Background: an optimization exercise with open tools, aiming at small area, a short achievable clock period and few clock cycles per item. Do not read the settings as production practice.
Function was checked by simulation only, so behaviour that the tests miss may differ from the original.

== zinc ==
// diff_drive_odometry_unit
module diff_drive_odometry_unit (
   input  logic                                    clock,
   input  logic                                    reset,
   input  logic                                    req_valid,
   output logic                                    req_ready,
   input  logic                                    req_action,
   input  logic [ddo_pkg::COUNT_BITS-1:0]          req_left_count,
   input  logic [ddo_pkg::COUNT_BITS-1:0]          req_right_count,
   input  logic [ddo_pkg::CMD_BITS-1:0]            req_command,
   output logic                                    rsp_valid,
   input  logic                                    rsp_ready,
   output logic signed [ddo_pkg::POS_BITS-1:0]     rsp_pos_x,
   output logic signed [ddo_pkg::POS_BITS-1:0]     rsp_pos_y,
   output logic        [ddo_pkg::HEADING_BITS-1:0] rsp_heading,
   output logic                                    rsp_updated,
   input  logic                                    csr_valid,
   output logic                                    csr_ready,
   input  logic [ddo_pkg::MPT_BITS-1:0]            csr_metres_per_tick
);
   localparam int DL_LEN = 8;             
   localparam int ENT    = 3;             
   localparam logic [2:0] MU_IDLE = 3'd0;
   localparam logic [2:0] MU_A0   = 3'd1;    
   localparam logic [2:0] MU_A1   = 3'd2;    
   localparam logic [2:0] MU_A2   = 3'd3;    
  ...
For scale: ~410 flip-flops, ~160 I/O pins, roughly 0.032 mm^2 of cells after synthesis.
clock: 11.0 ns
lec_check: 0
cap_margin: 10
core_margin: 2
core_utilization: 65
cts_buf_list: sky130_fd_sc_hd__clkbuf_8
place_density: 0.8
setup_slack_margin: 5
slew_margin: 10
run.sh (not shown) runs the stock make flow with config.mk's settings and CLKGATE_MAP_FILE= SYNTH_SCRIPT=/design/flow/synth_recipe.tcl, a recipe that flattens the netlist after the stock synthesis.
Testbench counts of zinc, summed over its fixed seeds: cycles 16,732, items 16,013.
[inputs] yarrow vs zinc
--- a/flow/design.v
+++ b/flow/design.v
@@ -5,15 +5,15 @@
    localparam int MPT_BITS     = 24;
    localparam int POS_BITS     = 32;
    localparam int HEADING_BITS = 7;
    localparam int CMD_BITS     = 2;
    localparam logic [MPT_BITS-1:0] MPT_RESET = MPT_BITS'(64281);
    localparam int DIST_BITS  = 39;    
    localparam int CHUNK_BITS = 8;     
-   localparam int ACC_BITS   = 48;    
+   localparam int ACC_BITS   = 49;    
    localparam int MSUM_BITS  = ACC_BITS + 1;
    localparam int RX_BITS    = MSUM_BITS - CHUNK_BITS;    
    localparam logic ACTION_SAMPLE  = 1'b0;
    localparam logic ACTION_COMMAND = 1'b1;
    localparam logic [CMD_BITS-1:0] CMD_FORWARD = 2'd0;
    localparam logic [CMD_BITS-1:0] CMD_LEFT    = 2'd1;
    localparam logic [CMD_BITS-1:0] CMD_RIGHT   = 2'd2;
@@ -236,15 +236,15 @@
       negx   = dneg_ff ^ mh_ff[6];
       negy   = dneg_ff ^ mh_ff[6] ^ mh_ff[5];
       y_sel  = (mu_ph == MU_X1) || (mu_ph == MU_Y0) || (mu_ph == MU_Y1);
       sp     = y_sel ? spy : spx;
       neg    = y_sel ? negy : negx;
       po     = (y_sel ? y_ff : x_ff) ^ {POS_BITS{neg}};
       pinit  = sp ? {{(ACC_BITS-POS_BITS-8){po[POS_BITS-1]}}, po, 8'h00}
-                  : {po, 16'h8000};
+                  : {po[POS_BITS-1], po, 16'h8000};
       rx     = ((mu_ph == MU_X1) ? spx : spy) ? msum[RX_BITS-1:0] : mshift;
    end
    function automatic logic signed [POS_BITS-1:0] sat_pos(input logic [RX_BITS-1:0] r,
                                                           input logic neg);
       logic [RX_BITS-1:0] v;
       v = r ^ {RX_BITS{neg}};
       if (v[RX_BITS-1:POS_BITS-1] == '0 || v[RX_BITS-1:POS_BITS-1] == '1)
@@ -284,18 +284,20 @@
          x_ff     <= '0;
          y_ff     <= '0;
          mu_ph    <= MU_IDLE;
          res_v    <= 1'b0;
       end else begin
          if (csr_valid) mpt_ff <= csr_metres_per_tick;
          if (req_ready) begin
-            s0_v   <= req_valid;
-            s0_act <= req_action;
-            s0_cmd <= req_command;
-            s0_cur <= cur_in;
+            s0_v <= req_valid;
+            if (req_valid) begin
+               s0_act <= req_action;
+               s0_cmd <= req_command;
+               s0_cur <= cur_in;
+            end
          end
          if (adv) begin
             if (fire1) begin
                if (s0_act == ACTION_COMMAND) begin
                   mode_ff <= s0_cmd;
                end else begin
                   unique case (mode_ff)
### Flow results
Comparing zinc with yarrow, the sequential share of layout area came out essentially unchanged. When the final numbers for yarrow and zinc were put side by side, the worst setup timing slack at the placement stage turned out to be greater in zinc. Between yarrow and zinc, total of plain and repair buffers excluding clock buffers is higher for yarrow, zinc comes in under that. HPWL after detailed placement sits higher in yarrow than in zinc. Higher final worst slack was reported by zinc, not yarrow. yarrow vs zinc: routed wire length up by a few percent. Of the two values seen for end of the critical path, sy_ff[37] was produced by yarrow and sy_ff[23] by zinc. Re wire length of the first global-routing pass: zinc was lower than yarrow. yarrow vs zinc: via count up by a few percent.
Testbench counts of yarrow, summed over its fixed seeds: cycles 16,732, items 16,013.


lane 5:
RTL: one of the versions met above, not the one the previous note started from.
Size in the first run: about 160 I/O pins, roughly 32000 µm² of cells after synthesis.
make LEC_CHECK=0 CAP_MARGIN=20 CORE_MARGIN=2 CORE_UTILIZATION=40 PLACE_DENSITY=0.6 SLEW_MARGIN=20 finish   # period 11.0 ns
Testbench counts of lane 5, summed over its fixed seeds: cycles 16,732, items 16,013.
What lane 4 does differently from lane 5 at the input level:
--- a/flow/design.v
+++ b/flow/design.v
@@ -197,60 +197,56 @@
       endcase
    end
    logic [MSUM_BITS-1:0]  pr [CHUNK_BITS+1];
    logic [MSUM_BITS-1:0]  l1 [6];
    logic [MSUM_BITS-1:0]  l2 [4];
    logic [MSUM_BITS-1:0]  l3 [3];
    logic [MSUM_BITS-1:0]  l4 [2];
    logic [MSUM_BITS-1:0]  msum;
    logic [RX_BITS-1:0]    mshift;      
    logic [ACC_BITS-1:0]   mnext;       
    logic                  spx, spy;    
    logic                  negx, negy;  
-   logic                  y_sel;       
-   logic                  sp, neg;     
-   logic [POS_BITS-1:0]   po;          
-   logic [ACC_BITS-1:0]   pinit;       
-   logic [RX_BITS-1:0]    rx;          
+   logic [POS_BITS-1:0]   xo, yo;      
+   logic [ACC_BITS-1:0]   xinit, yinit;
    always_comb begin
       pr[0] = {acc_ff[ACC_BITS-1], acc_ff};
       for (int j = 0; j < CHUNK_BITS; j++)
          pr[j+1] = MSUM_BITS'(mc_ff & {DIST_BITS{ch_ff[j]}}) << j;
       for (int k = 0; k < 3; k++) begin
          l1[2*k]   = pr[3*k] ^ pr[3*k+1] ^ pr[3*k+2];
          l1[2*k+1] = ((pr[3*k] & pr[3*k+1]) | (pr[3*k] & pr[3*k+2]) | (pr[3*k+1] & pr[3*k+2])) << 1;
       end
       for (int k = 0; k < 2; k++) begin
          l2[2*k]   = l1[3*k] ^ l1[3*k+1] ^ l1[3*k+2];
          l2[2*k+1] = ((l1[3*k] & l1[3*k+1]) | (l1[3*k] & l1[3*k+2]) | (l1[3*k+1] & l1[3*k+2])) << 1;
       end
       l3[0] = l2[0] ^ l2[1] ^ l2[2];
       l3[1] = ((l2[0] & l2[1]) | (l2[0] & l2[2]) | (l2[1] & l2[2])) << 1;
       l3[2] = l2[3];
       l4[0] = l3[0] ^ l3[1] ^ l3[2];
       l4[1] = ((l3[0] & l3[1]) | (l3[0] & l3[2]) | (l3[1] & l3[2])) << 1;
       msum   = l4[0] + l4[1];
       mshift = msum[MSUM_BITS-1:CHUNK_BITS];
       mnext  = {{(ACC_BITS-RX_BITS){mshift[RX_BITS-1]}}, mshift};
       spx    = (mh_ff[5:0] == 6'd32);
       spy    = (mh_ff[5:0] == 6'd0);
       negx   = dneg_ff ^ mh_ff[6];
       negy   = dneg_ff ^ mh_ff[6] ^ mh_ff[5];
-      y_sel  = (mu_ph == MU_X1) || (mu_ph == MU_Y0) || (mu_ph == MU_Y1);
-      sp     = y_sel ? spy : spx;
-      neg    = y_sel ? negy : negx;
-      po     = (y_sel ? y_ff : x_ff) ^ {POS_BITS{neg}};
-      pinit  = sp ? {{(ACC_BITS-POS_BITS-8){po[POS_BITS-1]}}, po, 8'h00}
-                  : {po[POS_BITS-1], po, 16'h8000};
-      rx     = ((mu_ph == MU_X1) ? spx : spy) ? msum[RX_BITS-1:0] : mshift;
+      xo     = x_ff ^ {POS_BITS{negx}};
+      yo     = y_ff ^ {POS_BITS{negy}};
+      xinit  = spx ? {{(ACC_BITS-POS_BITS-8){xo[POS_BITS-1]}}, xo, 8'h00}
+                   : {xo[POS_BITS-1], xo, 16'h8000};
+      yinit  = spy ? {{(ACC_BITS-POS_BITS-8){yo[POS_BITS-1]}}, yo, 8'h00}
+                   : {yo[POS_BITS-1], yo, 16'h8000};
    end
    function automatic logic signed [POS_BITS-1:0] sat_pos(input logic [RX_BITS-1:0] r,
                                                           input logic neg);
       logic [RX_BITS-1:0] v;
       v = r ^ {RX_BITS{neg}};
       if (v[RX_BITS-1:POS_BITS-1] == '0 || v[RX_BITS-1:POS_BITS-1] == '1)
          sat_pos = v[POS_BITS-1:0];
       else
          sat_pos = v[RX_BITS-1] ? {1'b1, {(POS_BITS-1){1'b0}}} : {1'b0, {(POS_BITS-1){1'b1}}};
    endfunction
    logic [ENT-1:0] s1_ent;
    logic [ENT-1:0] take;        
@@ -369,38 +365,38 @@
          MU_A0: begin
             acc_ff <= mnext;
             ch_ff  <= mpt_ff[15:8];
          end
          MU_A1: begin
             acc_ff <= mnext;
             sv_ff  <= msum[7:1];
             ch_ff  <= mpt_ff[23:16];
          end
          MU_A2: begin
             if (!mu_stall) begin
                mc_ff  <= {msum[31:0], sv_ff};
-               acc_ff <= pinit;
+               acc_ff <= xinit;
                ch_ff  <= t_mag[7:0];
             end
          end
          MU_X0: begin
             acc_ff <= mnext;
             ch_ff  <= spx ? 8'd1 : t_mag[15:8];
          end
          MU_X1: begin
-            sx_ff  <= rx;
+            sx_ff  <= spx ? msum[RX_BITS-1:0] : mshift;
             sxn_ff <= negx;
-            acc_ff <= pinit;
+            acc_ff <= yinit;
             ch_ff  <= t_mag[7:0];
          end
          MU_Y0: begin
             acc_ff <= mnext;
             ch_ff  <= spy ? 8'd1 : t_mag[15:8];
          end
          MU_Y1: begin
-            sy_ff  <= rx;
+            sy_ff  <= spy ? msum[RX_BITS-1:0] : mshift;
             syn_ff <= negy;
          end
          default: ;
       endcase
    end
 endmodule
==> run summary <==
- Compared with lane 5, in lane 4 count of non-CTS inverters in the layout picked up an extra 0.60%, peak clock frequency supported by timing picked up an extra 17 MHz.
- Compare lane 5 and lane 4 | number of search-and-repair iterations in the first detailed-routing pass lower: lane 4
- From lane 5 to lane 4 the numbers moved as follows: wire length went up 12000 µm; share of the cycle needed by the critical path after routing went down 6.5 points; shortest period the worst path allows went down 0.71 ns; via total after detailed routing went up 7.7%.
- The worst setup slack after layout in lane 4 sits 0.71 ns above the value recorded for lane 5.
- [compare] base=lane 5 new=lane 4: initial antenna violation count went up; number of remaining DRC errors essentially unchanged.
- The higher layout overhead on the synthesized area came out of lane 4.
- Cmp lane 4 vs lane 5: cell area after layout higher in lane 4
- Between lane 4 and lane 5, the fraction of cell area in non-clock buffers figures differ only marginally.
Testbench counts of lane 4, summed over its fixed seeds: cycles 16,732, items 16,013.

-- separate check: timing with driven ports --
The results above use ideal ports. As a check the final layouts listed here were re-extracted and re-timed, cells and wires unchanged.
Step 1 assumes that a clkbuf_16 drives the clock port and a buf_2 every other input.
Step 2, shift: input delay + t, output delay - t, t = (earliest + latest rising clock arrival at the registers) / 2. This alone moves slack from input paths to output paths.
Slacks: ideal / step 1 / step 2; pairs: ideal / step 1.
run | t (ns) | slack for setup (ns) | worst setup path after step 2
zinc | 0.716 | 5.143 / 5.143 / 5.143 | register to register
yarrow | 0.724 | 5.095 / 5.095 / 5.027 | input to register
lane 5 | 0.641 | 4.236 / 4.236 / 4.236 | register to register
lane 4 | 0.652 | 4.950 / 4.950 / 4.950 | register to register
After both steps every run listed still meets setup and hold. For yarrow, which loses most, drivers alone change the setup slack by 0.000 ns; drivers and shift together by -0.068 ns.
